From an optimization exercise on the open Yosys and OpenROAD flow, aimed at small area and a short achievable clock period; shortcuts taken in it are not production practice. In this exercise RTL edits were held to simulation tests only and were not proved equivalent to the original. No activity file was given, so power comes from the tool's default toggle rates.

[flow/run.sh]
#!/bin/bash
# synth_recipe.tcl (not shown) runs the flow's synth.tcl, then flattens the netlist and writes it again
# the make line also repeats each setting of config.mk as NAME=value (left out here)
make -C /OpenROAD-flow-scripts/flow DESIGN_CONFIG=/design/flow/config.mk WORK_HOME=/design/flow/orfs CLKGATE_MAP_FILE= SYNTH_SCRIPT=/design/flow/synth_recipe.tcl finish
[flow/config.mk]
export PLATFORM = sky130hd
export DESIGN_NAME = hamwt_locator
export DESIGN_NICKNAME = hamwt_locator
export VERILOG_FILES = /design/flow/design.v
export SDC_FILE = /design/flow/constraint.sdc
export NUM_CORES = 4
export LEC_CHECK = 0
export CAP_MARGIN = 20
export CORE_MARGIN = 2
export CORE_UTILIZATION = 15
export SLEW_MARGIN = 20
[flow/constraint.sdc]
create_clock -name core_clock -period 14.0 [get_ports {clk}]
set_input_delay 2.8000 -clock core_clock [delete_from_list [all_inputs] [get_ports {clk}]]
set_output_delay 2.8000 -clock core_clock [all_outputs]
set_load 0.01 [all_outputs]
[flow/design.v]
module hamwt_locator #(
  parameter int DATA_W    = 8,
  parameter int PKT_BEATS = 128,
  parameter int MAX_ONES  = 31,
  localparam int IDX_W    = $clog2(DATA_W * PKT_BEATS),
  localparam int WT_W     = $clog2(DATA_W * PKT_BEATS + 1)
) (
  input  logic                      clk,
  input  logic                      clear_n,
  input  logic                      pkt_starts,
  input  logic                      data_valid,
  input  logic [DATA_W-1:0]         bin_data,
  output logic [WT_W-1:0]           ham_wt,
  output logic [MAX_ONES*IDX_W-1:0] locn_ones,
  output logic                      loc_ovf,
  output logic                      done,
  output logic                      busy
);
  localparam int BEAT_W = (PKT_BEATS > 1) ? $clog2(PKT_BEATS) : 1;
  localparam int LOC_W  = MAX_ONES * IDX_W;
  typedef enum logic {IDLE, ACCUM} state_t;
  state_t            state_q;
  logic [BEAT_W-1:0] beat_q;
  logic [WT_W-1:0]   wt_q, wt_d;
  logic [LOC_W-1:0]  locs_q, locs_d;
  logic [WT_W-1:0]   ham_wt_q;
  logic [LOC_W-1:0]  locn_q;
  logic              ovf_q, done_q;
  logic              start, accept, last_beat;
  logic [BEAT_W-1:0] base_beat;
  logic [WT_W-1:0]   base_wt;
  logic [LOC_W-1:0]  base_locs;
  assign start     = pkt_starts & data_valid;
  assign accept    = data_valid & (start | (state_q == ACCUM));
  assign base_beat = start ? '0 : beat_q;
  assign base_wt   = start ? '0 : wt_q;
  assign base_locs = start ? '0 : locs_q;
  assign last_beat = (base_beat == BEAT_W'(PKT_BEATS - 1));
  always_comb begin : proc_beat
    int unsigned cnt;
    cnt    = int'(base_wt);
    locs_d = base_locs;
    for (int b = DATA_W - 1; b >= 0; b--) begin
      if (bin_data[b]) begin
        if (cnt < MAX_ONES)
          locs_d[cnt*IDX_W +: IDX_W] = IDX_W'(int'(base_beat) * DATA_W + (DATA_W - 1 - b));
        cnt = cnt + 1;
      end
    end
    wt_d = WT_W'(cnt);
  end
  always_ff @(posedge clk) begin
    if (!clear_n) begin
      state_q  <= IDLE;
      beat_q   <= '0;
      wt_q     <= '0;
      locs_q   <= '0;
      ham_wt_q <= '0;
      locn_q   <= '0;
      ovf_q    <= 1'b0;
      done_q   <= 1'b0;
    end else begin
      done_q <= 1'b0;
      if (accept) begin
        if (last_beat) begin
          state_q  <= IDLE;
          beat_q   <= '0;
          wt_q     <= '0;
          locs_q   <= '0;
          ham_wt_q <= wt_d;
          locn_q   <= locs_d;
          ovf_q    <= (int'(wt_d) > MAX_ONES);
          done_q   <= 1'b1;
        end else begin
          state_q <= ACCUM;
          beat_q  <= base_beat + 1'b1;
          wt_q    <= wt_d;
          locs_q  <= locs_d;
        end
      end
    end
  end
  assign ham_wt    = ham_wt_q;
  assign locn_ones = locn_q;
  assign loc_ovf   = ovf_q;
  assign done      = done_q;
  assign busy      = (state_q == ACCUM);
endmodule
==> notes.md <==
Synthesis Warnings 1; total routing usage reported by global routing 0.4561; root buffer cell sky130_fd_sc_hd__clkbuf_16; Bufs on Longest Clock Path 4; number of global-route vias before repair 118,000; aggregate global routing overflow 0; CTS Sinks 652; Primary FF master, synth sky130_fd_sc_hd__dfxtp_1; Highest Signal Layer met5; Critical Path Start data_valid; shortest period the worst path allows approximately 14 ns; Metal-1 WL 531.3 mm; initial standard-cell utilization of the core 0.1504; most repeated library cell on the critical path sky130_fd_sc_hd__buf_4; max-slew headroom at the worst pin 0.06878; Chip Width 721.1 um; cell type of the slowest stage on the worst timing path sky130_fd_sc_hd__a21oi_1; RSZ-0062 raised after global routing true; number of max-slew violations in the final report 0; number of port buffers between 300 and 400; clock-pin slew on the worst setup and hold paths 0.06 ns; post-synthesis sequential area ratio 0.1692; Pwr per Cell Area 248.2 nW/um^2; DP Area 113,300 sq um; htree depth 3; via-per-instance ratio 5.982; Worst Setup End Kind flip-flop; critical path fanouts, max 6; final cycle utilization of the critical path 0.9798; mean instance size in the synthesized netlist roughly 6.4 sq um; leakage power of the design approximately 43 nW; vias post-DR 129,800; Net count, final approximately 15,000; Cells on Worst Hold Path 2; f_max roughly 0.073 GHz; count of final setup violators 0; Peak supply drop between 0.0003 and 0.0004 V; Core Box Area 512,700 sq um; wire length of the first global-routing pass 1512 mm; number of antenna violations at the first check in global routing 241; r2r startpoint wt_q[0]; distinct cell type count of the synthesized netlist approximately 120; Hold Startpoint locs_q[235]; wire length after detailed routing roughly 1200 mm; DIE HEIGHT 721.1 um; quantity of hold-fixing buffers added after cts 0; Hold/Removal Path Class reg2reg; post-synthesis cell area 77,130 sq um; Final ANT Viol Nets 0; R2R cell count 51; TritonRoute pass-1 iters 8; number of flip-flops and latches in the synthesized netlist 652; WL met3 around 130 mm; CP Data Required Time 14.72 ns; startpoint type of the worst setup path input pin; async set-or-reset flop fraction in the synthesized netlist 0; Residual DRC 0; Initial DRC Count around 21,000; filler cell count in the final layout 58,270; core utilization of the finished layout 0.2294; hpwl dp 1051 mm; Ports 336; area delta synth->final 52.45%; final-report hold violation count 0; average wire per cell in the routed design 57.14 um; TritonCTS clock tree yes; metal2 WL 476.4 mm; weighted congestion reported at the end of routability-driven placement 1.097; classification of the worst setup path in2reg; CP Data Arrival Time roughly 14 ns; clock insertion delay at the later pin of the skew report 0.97 ns; final non-filler cell area 117,600 sq um; Placement Rows 263; proportion of layout cells with a drive suffix above 1 0.2499; buffer count from post-CTS setup fixing 0; instance count of the mapped netlist 12,110; CP max stage delay 0.76 ns; DIE AREA 520,000 sq um; final worst clock skew 0.07994 ns; number of enable-type register cells in the synthesized netlist 0; cts bufs inserted 107; summed negative setup slack over all endpoints 0 ns; worst-margin pin slew 1.397 ns; result of the run finished clean; pin count of the biggest net entering global routing between 200 and 250; number of max-cap violations 0
cells in the mapped netlist, drive strengths merged (62+ instances only):
cell        n  area (sq um)
or3        73         456.7
a2bb2oi    65         569.3
ha        220          2753
nor4      109         700.7
nor2     1469          5594
a21oi    1319          6605
nand2b     68         425.4
a32oi     124          1086
o211ai     87         658.1
nor3      406          2105
o21ai    1248          6250
nand3     367          1837
nand4     158         994.7
inv       127         476.7
xnor2     144          1351
a31oi     183          1151
o22ai     537          3359
o32ai      78         690.7
nand2    1611          6055
a211oi     96         733.2
buf       136         685.7
and3      108         675.7
clkbuf    784          2944
a21o       94         705.7
a41oi      62         543.0
a221oi     86         753.2
o21a       66         495.5
xor2       89         779.5
a22oi     592          4444
dfxtp     652         13050
and2       77         481.7
a22o       93         814.5
flip-flops by register name (all words and copies together) (netlist names):
register and flops:
locn_q 310, locs_q 310, ham_wt_q 11, wt_q 11, beat_q 7, done_q 1
ovf_q 1, state_q 1
metrics by stage:
stage | hold WS [ns] | cells | setup slack [ns] | power [mW]
floorplan | 0.4167 | 12150 | 0.01165 | 9.224
global placement | 0.4331 | 21390 | -2.523 | 25.26
detailed placement | 0.4427 | 21400 | -1.594 | 24.93
CTS | 0.4502 | 21590 | 0.02734 | 28.13
global route | 0.4644 | 21610 | -0.01618 | 28.56
finish | 0.4517 | 21700 | 0.2830 | 29.19
worst paths after layout:
kind,endpoint,slack [ns]
worst max-delay path,locn_q[275],0.28
worst min-delay path,locs_q[235],0.45
worst max register to register,locn_q[275],2.03
worst min register to register,locs_q[235],0.45
layout by cell type, fill, tap and decap left out, types with 216 or more instances in the layout:
cell                              count
sky130_fd_sc_hd__nand3_1            364
sky130_fd_sc_hd__o21ai_0           1114
sky130_fd_sc_hd__nor3_1             364
sky130_fd_sc_hd__nand2_1           1601
sky130_fd_sc_hd__a22oi_1            592
sky130_fd_sc_hd__buf_4             2803
sky130_fd_sc_hd__ha_1               216
sky130_fd_sc_hd__a21oi_1           1296
sky130_fd_sc_hd__dfxtp_1            642
sky130_fd_sc_hd__buf_12             272
sky130_fd_sc_hd__o22ai_1            521
sky130_fd_sc_hd__clkdlybuf4s50_1    334
sky130_fd_sc_hd__nor2_1            1404
power by group:
| group | total [mW] | internal (mW) | switching [mW] |
|---|---|---|---|
| combinational | 24.0 | 5.19 | 18.9 |
| sequential | 2.00 | 1.88 | 0.121 |
| clock | 3.15 | 1.80 | 1.35 |
what timing repair did:
item | in CTS | in global routing
endpoints found under the setup margin | 184 | 586
gates resized for setup | 4 | 25
pin swaps | 0 | 1
critical path: cells and delay by family:
| family | cells | cell delay (ns) |
|---|---|---|
| muxes | 1 | 0.11 |
| adders and majority gates | 6 | 1.87 |
| AOI/OAI and AO/OA | 16 | 3.92 |
| and+or+nand+nor | 11 | 2.10 |
| buffers and inverters | 17 | 3.16 |
| xor gates and xnor gates | 1 | 0.43 |
cell type report:
| type | instances | area (sq um) | area share |
|---|---|---|---|
| Multi-Input combinational cell | 10440 | 61600 | 0.5238 |
| Timing Repair Buffer | 3416 | 29910 | 0.2544 |
| Sequential cell | 652 | 13070 | 0.1111 |
| Tap cell | 6757 | 8454 | 0.07190 |
| Clock buffer | 130 | 2914 | 0.02478 |
| Clock inverter | 64 | 874.6 | 0.007438 |
| Inverter | 138 | 518.0 | 0.004405 |
| Antenna cell | 102 | 255.2 | 0.002171 |
metal layers:
metal | global-route usage | vias up
met5 | 0 | -
met3 | 0.1602 | 1848
met4 | 0.2969 | 82
met2 | 0.6232 | 8670
li1 | - | 51470
met1 | 0.5984 | 67720
cell families after synthesis:
logic type      count (synthesis)  share of synthesized area
compound gates               5236                     0.4332
xor+xnor                      238                    0.02908
fa+ha+maj                     228                    0.03776
buf+inv                      1058                    0.05377
flops                         652                     0.1692
mux                            44                   0.006067
other cells                     2                 0.00009736
simple gates                 4656                     0.2708

==> port drivers added, routing unchanged <==
The results above use ideal ports. As a check the final layout listed here was re-extracted and re-timed, cells and wires unchanged. Step 1 assumes that a clkbuf_16 drives the clock port and a buf_2 every other input. Step 2 moves the port delays by t, midway between the first and last clock arrival at a register: inputs arrive t later, outputs are due t later. That takes back most of the time a late clock gives input paths. Three values: no drivers, after step 1, after step 2; two values: the first two.
shift t [ns]: 1.008
slack for setup (ns): 0.283 / 0.241 / -0.767
worst register clock-pin slew, ns: 0.08 / 0.08
Met with ideal ports but missed after step 2: setup timing in this run. The setup slack of this run moves by -0.042 ns with the drivers and by -1.050 ns with both steps.
